What follows belongs to an exercise in optimizing a design on an open flow for small area, a short achievable clock period and few clock cycles per item; a production flow would make more cautious choices.
No activity file was given, so power comes from the tool's default toggle rates.

## job 5366
==> module battery_soc_power_mode_controller, before the edit <==
module battery_soc_power_mode_controller
(
  input  logic                clk,
  input  logic                rst,
  input  logic                s_tvalid,
  output logic                s_tready,
  input  logic [bspmc_pkg::OpW-1:0]      s_tuser,
  input  logic [bspmc_pkg::InDatW-1:0]   s_tdata,
  output logic                m_tvalid,
  input  logic                m_tready,
  output logic [bspmc_pkg::OutDatW-1:0]  m_tdata,
  input  logic                cfg_valid,
  output logic                cfg_ready,
  input  logic [bspmc_pkg::CfgIdxW-1:0]  cfg_index,
  input  logic [bspmc_pkg::CfgDatW-1:0]  cfg_data
);
  localparam int SocW   = bspmc_pkg::SocW;
  localparam int CountW = bspmc_pkg::CountW;
  localparam int ModeW  = bspmc_pkg::ModeW;
  localparam int SwW    = bspmc_pkg::SwW;
  logic [SocW-1:0]              crit_th;
  logic [SocW-1:0]              surv_th;
  logic [SocW-1:0]              lowpwr_th;
  logic [bspmc_pkg::VoltW-1:0]  charged_mv;
  logic [bspmc_pkg::SStepW-1:0] soc_step;
  logic [bspmc_pkg::CStepW-1:0] charge_step;
  logic [CountW-1:0]            capacity;
  logic [ModeW-1:0]  current_mode, current_mode_next;
  logic [ModeW-1:0]  applied_mode, applied_mode_next;
  logic [SwW-1:0]    switch_pattern, switch_pattern_next;
  logic [SocW-1:0]   soc_est, soc_est_next;
  logic [CountW-1:0] charge_total, charge_total_next;
  logic              updated, updated_next;
  logic              accept;
  logic [2:0]                  op;
  logic                        dir;
  logic [bspmc_pkg::VoltW-1:0] volt;
  logic [ModeW-1:0]            mval;
  logic [15:0]                 prim, redu;
  logic [SocW-1:0]             sinit;
  assign op    = s_tuser;
  assign dir   = s_tdata[0];
  assign volt  = s_tdata[13:1];
  assign mval  = s_tdata[21:14];
  assign prim  = s_tdata[37:22];
  assign redu  = s_tdata[53:38];
  assign sinit = s_tdata[77:54];
  assign cfg_ready = 1'b1;
  assign s_tready  = !m_tvalid || m_tready;
  assign accept    = s_tvalid && s_tready;
  always_ff @(posedge clk) begin
    if (rst) begin
      crit_th     <= bspmc_pkg::RST_CRIT_TH;
      surv_th     <= bspmc_pkg::RST_SURV_TH;
      lowpwr_th   <= bspmc_pkg::RST_LOWPWR_TH;
      charged_mv  <= bspmc_pkg::RST_CHARGED_MV;
      soc_step    <= bspmc_pkg::RST_SOC_STEP;
      charge_step <= bspmc_pkg::RST_CHARGE_STEP;
      capacity    <= bspmc_pkg::RST_CAPACITY;
    end else if (cfg_valid) begin
      case (cfg_index)
        3'd0: crit_th     <= cfg_data;
        3'd1: surv_th     <= cfg_data;
        3'd2: lowpwr_th   <= cfg_data;
        3'd3: charged_mv  <= cfg_data[bspmc_pkg::VoltW-1:0];
        3'd4: soc_step    <= cfg_data[bspmc_pkg::SStepW-1:0];
        3'd5: charge_step <= cfg_data[bspmc_pkg::CStepW-1:0];
        3'd6: capacity    <= cfg_data[CountW-1:0];
        default: ;
      endcase
    end
  end
  logic [CountW:0]   count_sum;
  logic [CountW:0]   count_dif;
  logic [SocW:0]     soc_sum;
  logic [SocW:0]     soc_dif;
  logic [CountW-1:0] count_up, count_dn;
  logic [SocW-1:0]   soc_up, soc_dn;
  assign count_sum = {1'b0, charge_total} + {{(CountW+1-bspmc_pkg::CStepW){1'b0}}, charge_step};
  assign count_dif = {1'b0, charge_total} - {{(CountW+1-bspmc_pkg::CStepW){1'b0}}, charge_step};
  assign soc_sum   = {1'b0, soc_est} + {{(SocW+1-bspmc_pkg::SStepW){1'b0}}, soc_step};
  assign soc_dif   = {1'b0, soc_est} - {{(SocW+1-bspmc_pkg::SStepW){1'b0}}, soc_step};
  logic [CountW+1:0] count_ovf;
  assign count_ovf = {2'b0, charge_total}
                   + {{(CountW+2-bspmc_pkg::CStepW){1'b0}}, charge_step}
                   + {2'b0, ~capacity} + {1'b0, 1'b1, {CountW{1'b0}}};
  assign count_up = count_ovf[CountW+1] ? capacity : count_sum[CountW-1:0];
  assign count_dn = count_dif[CountW] ? '0 : count_dif[CountW-1:0];
  logic [SocW+1:0] soc_ovf;
  assign soc_ovf = {2'b0, soc_est} + {{(SocW+2-bspmc_pkg::SStepW){1'b0}}, soc_step}
                 + 26'h17FFFFF;
  assign soc_up   = soc_ovf[SocW+1] ? bspmc_pkg::SOC_ONE : soc_sum[SocW-1:0];
  assign soc_dn   = soc_dif[SocW] ? '0 : soc_dif[SocW-1:0];
  logic [ModeW-1:0] tick_mode;
  logic             tick_change;
  always_comb begin
    if (soc_est < crit_th)        tick_mode = bspmc_pkg::MODE_CRITICAL;
    else if (soc_est < surv_th)   tick_mode = bspmc_pkg::MODE_SURVIVAL;
    else if (soc_est < lowpwr_th) tick_mode = bspmc_pkg::MODE_LOW_POWER;
    else                          tick_mode = current_mode;
  end
  assign tick_change = (tick_mode != applied_mode);
  always_comb begin
    current_mode_next   = current_mode;
    applied_mode_next   = applied_mode;
    switch_pattern_next = switch_pattern;
    soc_est_next        = soc_est;
    charge_total_next   = charge_total;
    updated_next        = 1'b0;
    case (op)
      3'd0: begin
        if (dir) begin
          charge_total_next = count_up;
          soc_est_next      = soc_up;
        end else begin
          charge_total_next = count_dn;
          soc_est_next      = (volt > charged_mv) ? bspmc_pkg::SOC_ONE : soc_dn;
        end
      end
      3'd1: begin
        current_mode_next = tick_mode;
        if (tick_change) begin
          if (tick_mode <= bspmc_pkg::MODE_NORMAL) begin
            switch_pattern_next = bspmc_pkg::load_pattern(tick_mode);
            updated_next        = 1'b1;
          end
          applied_mode_next = tick_mode;
        end
      end
      3'd2: current_mode_next = mval;
      3'd3: current_mode_next = (prim == redu) ? prim[ModeW-1:0] : bspmc_pkg::MODE_IDLE;
      3'd4: soc_est_next = (sinit > bspmc_pkg::SOC_ONE) ? bspmc_pkg::SOC_ONE : sinit;
      3'd5: applied_mode_next = current_mode;
      default: ;
    endcase
  end
  always_ff @(posedge clk) begin
    if (rst) begin
      current_mode   <= bspmc_pkg::MODE_LOW_POWER;
      applied_mode   <= bspmc_pkg::MODE_NONE;
      switch_pattern <= '0;
      soc_est        <= '0;
      charge_total   <= bspmc_pkg::RST_CAPACITY;
      updated        <= 1'b0;
      m_tvalid       <= 1'b0;
    end else if (accept) begin
      current_mode   <= current_mode_next;
      applied_mode   <= applied_mode_next;
      switch_pattern <= switch_pattern_next;
      soc_est        <= soc_est_next;
      charge_total   <= charge_total_next;
      updated        <= updated_next;
      m_tvalid       <= 1'b1;
    end else if (m_tready) begin
      m_tvalid       <= 1'b0;
    end
  end
  assign m_tdata = {{(bspmc_pkg::OutDatW-59){1'b0}},
                    charge_total,
                    soc_est,
                    updated,
                    switch_pattern,
                    (current_mode != applied_mode),
                    current_mode};
endmodule
clock: 5.0 ns
lec_check: 0
cap_margin: 20
core_margin: 2
core_utilization: 40
place_density: 0.6
setup_slack_margin: 2.0
slew_margin: 20
tns_end_percent: 100
run.sh (not shown) runs the stock make flow with config.mk's settings and CLKGATE_MAP_FILE= SYNTH_SCRIPT=/design/flow/synth_recipe.tcl, a recipe that flattens the netlist after the stock synthesis.
#### Input delta (job 4206 over job 5366)
--- a/flow/design.v
+++ b/flow/design.v
@@ -145,14 +145,7 @@
   assign soc_sum   = {1'b0, soc_est} + {{(SocW+1-bspmc_pkg::SStepW){1'b0}}, soc_step};
   assign soc_dif   = {1'b0, soc_est} - {{(SocW+1-bspmc_pkg::SStepW){1'b0}}, soc_step};
-  logic [CountW+1:0] count_ovf;
-  assign count_ovf = {2'b0, charge_total}
-                   + {{(CountW+2-bspmc_pkg::CStepW){1'b0}}, charge_step}
-                   + {2'b0, ~capacity} + {1'b0, 1'b1, {CountW{1'b0}}};
-  assign count_up = count_ovf[CountW+1] ? capacity : count_sum[CountW-1:0];
+  assign count_up = (count_sum > {1'b0, capacity}) ? capacity : count_sum[CountW-1:0];
   assign count_dn = count_dif[CountW] ? '0 : count_dif[CountW-1:0];
-  logic [SocW+1:0] soc_ovf;
-  assign soc_ovf = {2'b0, soc_est} + {{(SocW+2-bspmc_pkg::SStepW){1'b0}}, soc_step}
-                 + 26'h17FFFFF;
-  assign soc_up   = soc_ovf[SocW+1] ? bspmc_pkg::SOC_ONE : soc_sum[SocW-1:0];
+  assign soc_up   = (soc_sum > {1'b0, bspmc_pkg::SOC_ONE}) ? bspmc_pkg::SOC_ONE : soc_sum[SocW-1:0];
   assign soc_dn   = soc_dif[SocW] ? '0 : soc_dif[SocW-1:0];
   logic [ModeW-1:0] tick_mode;
Job 4206 was carried through to the last stage, and its layout satisfied the timing, design-rule and antenna checks. Comparing job 4206 and job 5366, synthesized area is higher on job 5366. Of job 4206 and job 5366, the lower non-clock buffer total of the final layout belongs to job 5366. Of job 4206 and job 5366, it is job 4206 that has the lower flip-flop and latch area. Looking at combinational share of power, job 4206 sits below job 5366. Combinational power, job 4206 and job 5366: lower on job 4206. Job 4206 packs its core more tightly than job 5366. On signed area change from the synthesized netlist to the final layout: between job 4206 and job 5366, it ends up higher for job 4206. Wire length of the first global-routing pass is lower on job 5366. Diff job 4206..job 5366 | count of pins over their slew limit | unchanged. Share of synthesized cell area in and, or, nand and nor gates, job 4206 and job 5366, lower one = job 5366.
Function was not checked in any run of this note: the RTL went through the layout flow alone.

-- port drivers added, routing unchanged --
No port has a modelled driver above. Below, the same layouts with a new extraction and two added sets of constraints.
Step 1, drivers: a clkbuf_16 drives clk and a buf_2 each remaining input, both assumed.
Step 2 moves the port delays by t, midway between the first and last clock arrival at a register: inputs arrive t later, outputs are due t later. That takes back most of the time a late clock gives input paths.
Slacks: ideal / step 1 / step 2; pairs: ideal / step 1.
| run | t, ns | slack for setup (ns) | worst data-port slew with drivers (ns) |
|---|---|---|---|
| job 5366 | 0.508 | 1.567 / 1.567 / 1.347 | 0.05 |
| job 4206 | 0.496 | 0.924 / 0.924 / 0.924 | 0.07 |
After both steps every run listed still meets setup and hold. For job 5366, which loses most, drivers alone change the setup slack by 0.000 ns; drivers and shift together by -0.220 ns.
